From an optimization exercise on the open Yosys and OpenROAD flow, aimed at small area, a short achievable clock period and few clock cycles; shortcuts taken in it are not production practice. The RTL was checked by simulation tests, not by an equivalence proof against the original design.

## build 57
Design joint_velocity_limiter_integrator, start of the top module:
module joint_velocity_limiter_integrator #(
  parameter int MAX_JOINTS = jvl_pkg::MAX_JOINTS_DEF
) (
  input  logic clk,
  input  logic rst,
  input  logic                                s_axis_tvalid,
  output logic                                s_axis_tready,
  input  logic [jvl_pkg::IN_TDATA_W-1:0]      s_axis_tdata,
  input  logic                                s_axis_tuser,
  output logic                                m_axis_tvalid,
  input  logic                                m_axis_tready,
  output logic [jvl_pkg::OUT_TDATA_W-1:0]     m_axis_tdata,
  input  logic                                cfg_we,
  input  logic [jvl_pkg::CFG_IDX_W-1:0]       cfg_index,
  input  logic [jvl_pkg::CFG_DATA_W-1:0]      cfg_data
);
Size in the first run: ~960 flip-flops, ~250 I/O pins.
Settings: LEC_CHECK=0, CAP_MARGIN=20, CORE_MARGIN=2, CORE_UTILIZATION=70, CTS_CLUSTER_DIAMETER=80, CTS_CLUSTER_SIZE=25, SLEW_MARGIN=20; clock period 24.0 ns.
standard.sh (not shown) runs the stock make flow with config.mk's settings and CLKGATE_MAP_FILE= SYNTH_SCRIPT=/design/flow/synth_recipe.tcl, a recipe that flattens the netlist after the stock synthesis.
==> flow/flow/run.sh <==
#!/bin/bash
# The standard layout (the standard.sh: standard synthesis, floorplan, power grid,
# placement, CTS, routing) with two changes to how it is made:
#  - ORFS's timing repair is asked to leave 17.8 ns of setup slack at the design's
#    24 ns clock, so it works on every path longer than 6.2 ns;
#  - the buffers that placement puts on every input and output port are buf_2 cells
#    instead of the delay-buffer cells it picks by default.
# The constraints (SDC) and clock period are the design's, unchanged.
set -o pipefail
bash standard.sh SETUP_SLACK_MARGIN=17.8 "BUFFER_PORTS_ARGS=-buffer_cell sky130_fd_sc_hd__buf_2" finish > standard_flow.log 2>&1
Testbench counts of build 57, summed over its fixed seeds: cycles 32,160.
Input changes introduced in build 10 (baseline for comparison: build 57):
- CTS_CLUSTER_DIAMETER no longer set, was 80
- CORE_UTILIZATION now 55, was 70
- CTS_CLUSTER_SIZE no longer set, was 25
==> flow/flow/run.sh <==
#!/bin/bash
# The standard layout (the standard.sh: standard synthesis, floorplan, power grid,
# placement, CTS, routing) with two changes to how it is made:
#  - ORFS's timing repair is asked to leave 18 ns of setup slack at the design's
#    24 ns clock, so it works on every path longer than 6 ns;
#  - the buffers that placement puts on every input and output port are buf_2 cells
#    instead of the delay-buffer cells it picks by default.
# The constraints (SDC) and clock period are the design's, unchanged.
set -o pipefail
bash standard.sh SETUP_SLACK_MARGIN=18 "BUFFER_PORTS_ARGS=-buffer_cell sky130_fd_sc_hd__buf_2" finish > standard_flow.log 2>&1
### Flow results
The run with more setup slack is build 10; build 57 has less.
Diff build 57 -> build 10: count of placed standard cells including taps +352, maximum fanout along the worst path went down by 3.
> inputs changed (build 10 -> build 77)
- CTS_CLUSTER_SIZE now 30, previously not set
- CTS_CLUSTER_DIAMETER now 100, previously not set
[summary]
Met1 usage in global routing, build 10 and build 77: smaller value in build 77
Compared with build 10, build 77 shows a number of DRC markers in iteration 0 that is 79 higher.
Lower via count of the routed design among build 10 and build 77: build 77
Build 77 vs build 10 — final critical path time including I/O delays and setup dropped 0.0037 ns.


joint_velocity_limiter_integrator, a different RTL version from the one above (not shown whole).
For scale: roughly 6900 cells after synthesis, roughly 250 I/O pins, about 0.063 mm² of cells after synthesis.
clock: 24.0 ns
lec_check: 0
cap_margin: 20
core_margin: 2
core_utilization: 40
slew_margin: 20
run.sh (not shown) runs the stock make flow with config.mk's settings and CLKGATE_MAP_FILE= SYNTH_SCRIPT=/design/flow/synth_recipe.tcl, a recipe that flattens the netlist after the stock synthesis.
Stock flow here: none of the scripts above is used.
The baseline finished with timing, DRC and antenna clean.
Testbench counts at the start, summed over its fixed seeds: cycles 32,160.
Change:
==> flow/flow/run.sh (new file) <==
#!/bin/bash
# The standard layout (the standard.sh: standard synthesis, floorplan, power grid,
# placement, CTS, routing), with ORFS's timing repair asked to leave 17 ns of setup
# slack at the design's 24 ns clock, so it works on every path longer than 7 ns.
# The constraints (SDC) and clock period are the design's, unchanged.
set -o pipefail
bash standard.sh SETUP_SLACK_MARGIN=17 finish > standard_flow.log 2>&1
==> flow/standard.sh (new file) <==
#!/bin/bash
# synth_recipe.tcl (not shown) runs the flow's synth.tcl, then flattens the netlist and writes it again
# the make line also repeats each setting of config.mk as NAME=value (left out here)
make -C /OpenROAD-flow-scripts/flow DESIGN_CONFIG=/design/flow/config.mk WORK_HOME=/design/flow/orfs CLKGATE_MAP_FILE= SYNTH_SCRIPT=/design/flow/synth_recipe.tcl "${@:-finish}"
removed: flow/run.sh
The new run finished with timing, DRC and antenna clean.
Final cell count came out higher by 2.3%.
Core utilization came out higher by 3.0 points.
Via count came out higher by 3.0%.


Setup of P:
Another version of the RTL of joint_velocity_limiter_integrator (not shown whole).
For scale: roughly 6,000 cells after synthesis, ~980 flip-flops, ~250 I/O pins.
export LEC_CHECK = 0
export CAP_MARGIN = 20
export CORE_MARGIN = 2
export CORE_UTILIZATION = 40
export SLEW_MARGIN = 20
create_clock -name core_clock -period 24.0 [get_ports {clk}]
standard.sh (not shown) runs the stock make flow with config.mk's settings and CLKGATE_MAP_FILE= SYNTH_SCRIPT=/design/flow/synth_recipe.tcl, a recipe that flattens the netlist after the stock synthesis.
==> flow/flow/run.sh <==
#!/bin/bash
# The standard layout (the standard.sh: standard synthesis, floorplan, power grid,
# placement, CTS, routing), with ORFS's timing repair asked to leave 17 ns of setup
# slack at the design's 24 ns clock, so it works on every path longer than 7 ns.
# The constraints (SDC) and clock period are the design's, unchanged.
set -o pipefail
bash standard.sh SETUP_SLACK_MARGIN=17 finish > standard_flow.log 2>&1
P did not stop at any stage, and its layout met the timing, design-rule and antenna checks.
Testbench counts of P, summed over its fixed seeds: cycles 32,160.
The inputs of Q differ from those of P as listed below.
==> flow/flow/run.sh <==
#!/bin/bash
# The standard layout (the standard.sh: standard synthesis, floorplan, power grid,
# placement, CTS, routing), with ORFS's timing repair asked to leave 18 ns of setup
# slack at the design's 24 ns clock, so it works on every path longer than 6 ns.
# The constraints (SDC) and clock period are the design's, unchanged.
set -o pipefail
bash standard.sh SETUP_SLACK_MARGIN=18 finish > standard_flow.log 2>&1
Re count of unresolved DRC violations after routing: no difference whatsoever between Q and P.
Side by side, wire length on met1 turned out lower in Q than in P.
Looking at Q and P, the number of distinct library cell variants in the gate-level netlist after synthesis is a wash.
The lower non-filler instance count after layout of Q and P is in P.
Required time at the endpoint of the critical path was higher in the run labelled P.


## old
Another version of the RTL of joint_velocity_limiter_integrator (not shown whole).
Size in the first run: roughly 5300 cells after synthesis, about 960 flip-flops.
export LEC_CHECK = 0
export CAP_MARGIN = 20
export CORE_MARGIN = 2
export CORE_UTILIZATION = 55
export CTS_BUF_LIST = sky130_fd_sc_hd__clkbuf_4 sky130_fd_sc_hd__clkbuf_8
export SLEW_MARGIN = 20
create_clock -name core_clock -period 24.0 [get_ports {clk}]
==> flow/flow/run.sh <==
#!/bin/bash
# The standard layout (the standard.sh: standard synthesis, floorplan, power grid,
# placement, CTS, routing) with two changes to how it is made:
#  - ORFS's timing repair is asked to leave 18 ns of setup slack at the design's
#    24 ns clock, so it works on every path longer than 6 ns;
#  - the buffers that placement puts on every input and output port are buf_2 cells
#    instead of the delay-buffer cells it picks by default.
# The constraints (SDC) and clock period are the design's, unchanged.
set -o pipefail
bash standard.sh SETUP_SLACK_MARGIN=18 "BUFFER_PORTS_ARGS=-buffer_cell sky130_fd_sc_hd__buf_2" finish > standard_flow.log 2>&1
old went all the way through synthesis, placement and routing and the layout is clean on timing, DRC and antenna.
Testbench counts of old, summed over its fixed seeds: cycles 32,160.
#### Input delta (new over old)
- a deleted CTS_BUF_LIST that had been sky130_fd_sc_hd__clkbuf_4 sky130_fd_sc_hd__clkbuf_8
### Flow results
- Worst hold margin: new vs old down 0.023 ns
- Area of the die came out exactly the same in new and old.
- Total global routing track utilization delta for new relative to old: 0.53 points lower
- Looking at first-iteration DRC count, new sits 148 below old.
- Comparing new and old, the higher proportion of cell area occupied by registers is on new.
- [compare] base=old new=new: final non-filler cell area shows a reduction of about 0.43%, total met2 wirelength after detailed routing shows a reduction of 320 um, core utilization shows a reduction of 0.28 points.

port drivers added, routing unchanged:
The flow's constraints put no driver on any port. The routed layouts listed below were extracted and timed again, unchanged, in two steps.
Step 1, drivers: a clkbuf_16 drives clk and a buf_2 each remaining input, both assumed.
Step 2 times the ports against the registers' clock, not the clock port: input delays grow and output delays shrink by t, the midpoint of the rising clock arrivals with the driver on.
a / b / c = no drivers / after step 1 / after step 2; a / b = the first two.
run	shift t [ns]	slack for setup (ns)	hold WS [ns]	worst register clock-pin slew, ns
build 57	0.758	17.738 / 17.738 / 17.086	0.426 / 0.426 / 0.426	0.11 / 0.11
build 10	0.774	17.862 / 17.784 / 17.295	0.414 / 0.414 / 0.414	0.08 / 0.08
build 77	0.752	17.866 / 17.788 / 17.278	0.421 / 0.421 / 0.421	0.12 / 0.12
the first run of note 2	0.827	14.298 / 14.298 / 14.298	0.418 / 0.418 / 0.418	0.07 / 0.07
the second run of note 2	0.807	17.038 / 17.038 / 16.904	0.396 / 0.396 / 0.396	0.07 / 0.07
P	0.794	17.082 / 17.090 / 16.295	0.402 / 0.402 / 0.402	0.08 / 0.08
Q	0.803	17.399 / 17.399 / 17.174	0.367 / 0.367 / 0.367	0.07 / 0.07
old	0.909	17.488 / 17.488 / 17.111	0.417 / 0.417 / 0.417	0.07 / 0.07
new	0.760	17.540 / 17.540 / 17.167	0.394 / 0.394 / 0.394	0.07 / 0.07
After both steps setup and hold are still met in every run listed. The setup slack of P, which loses most, moves by +0.008 ns with the drivers and by -0.787 ns with both steps.
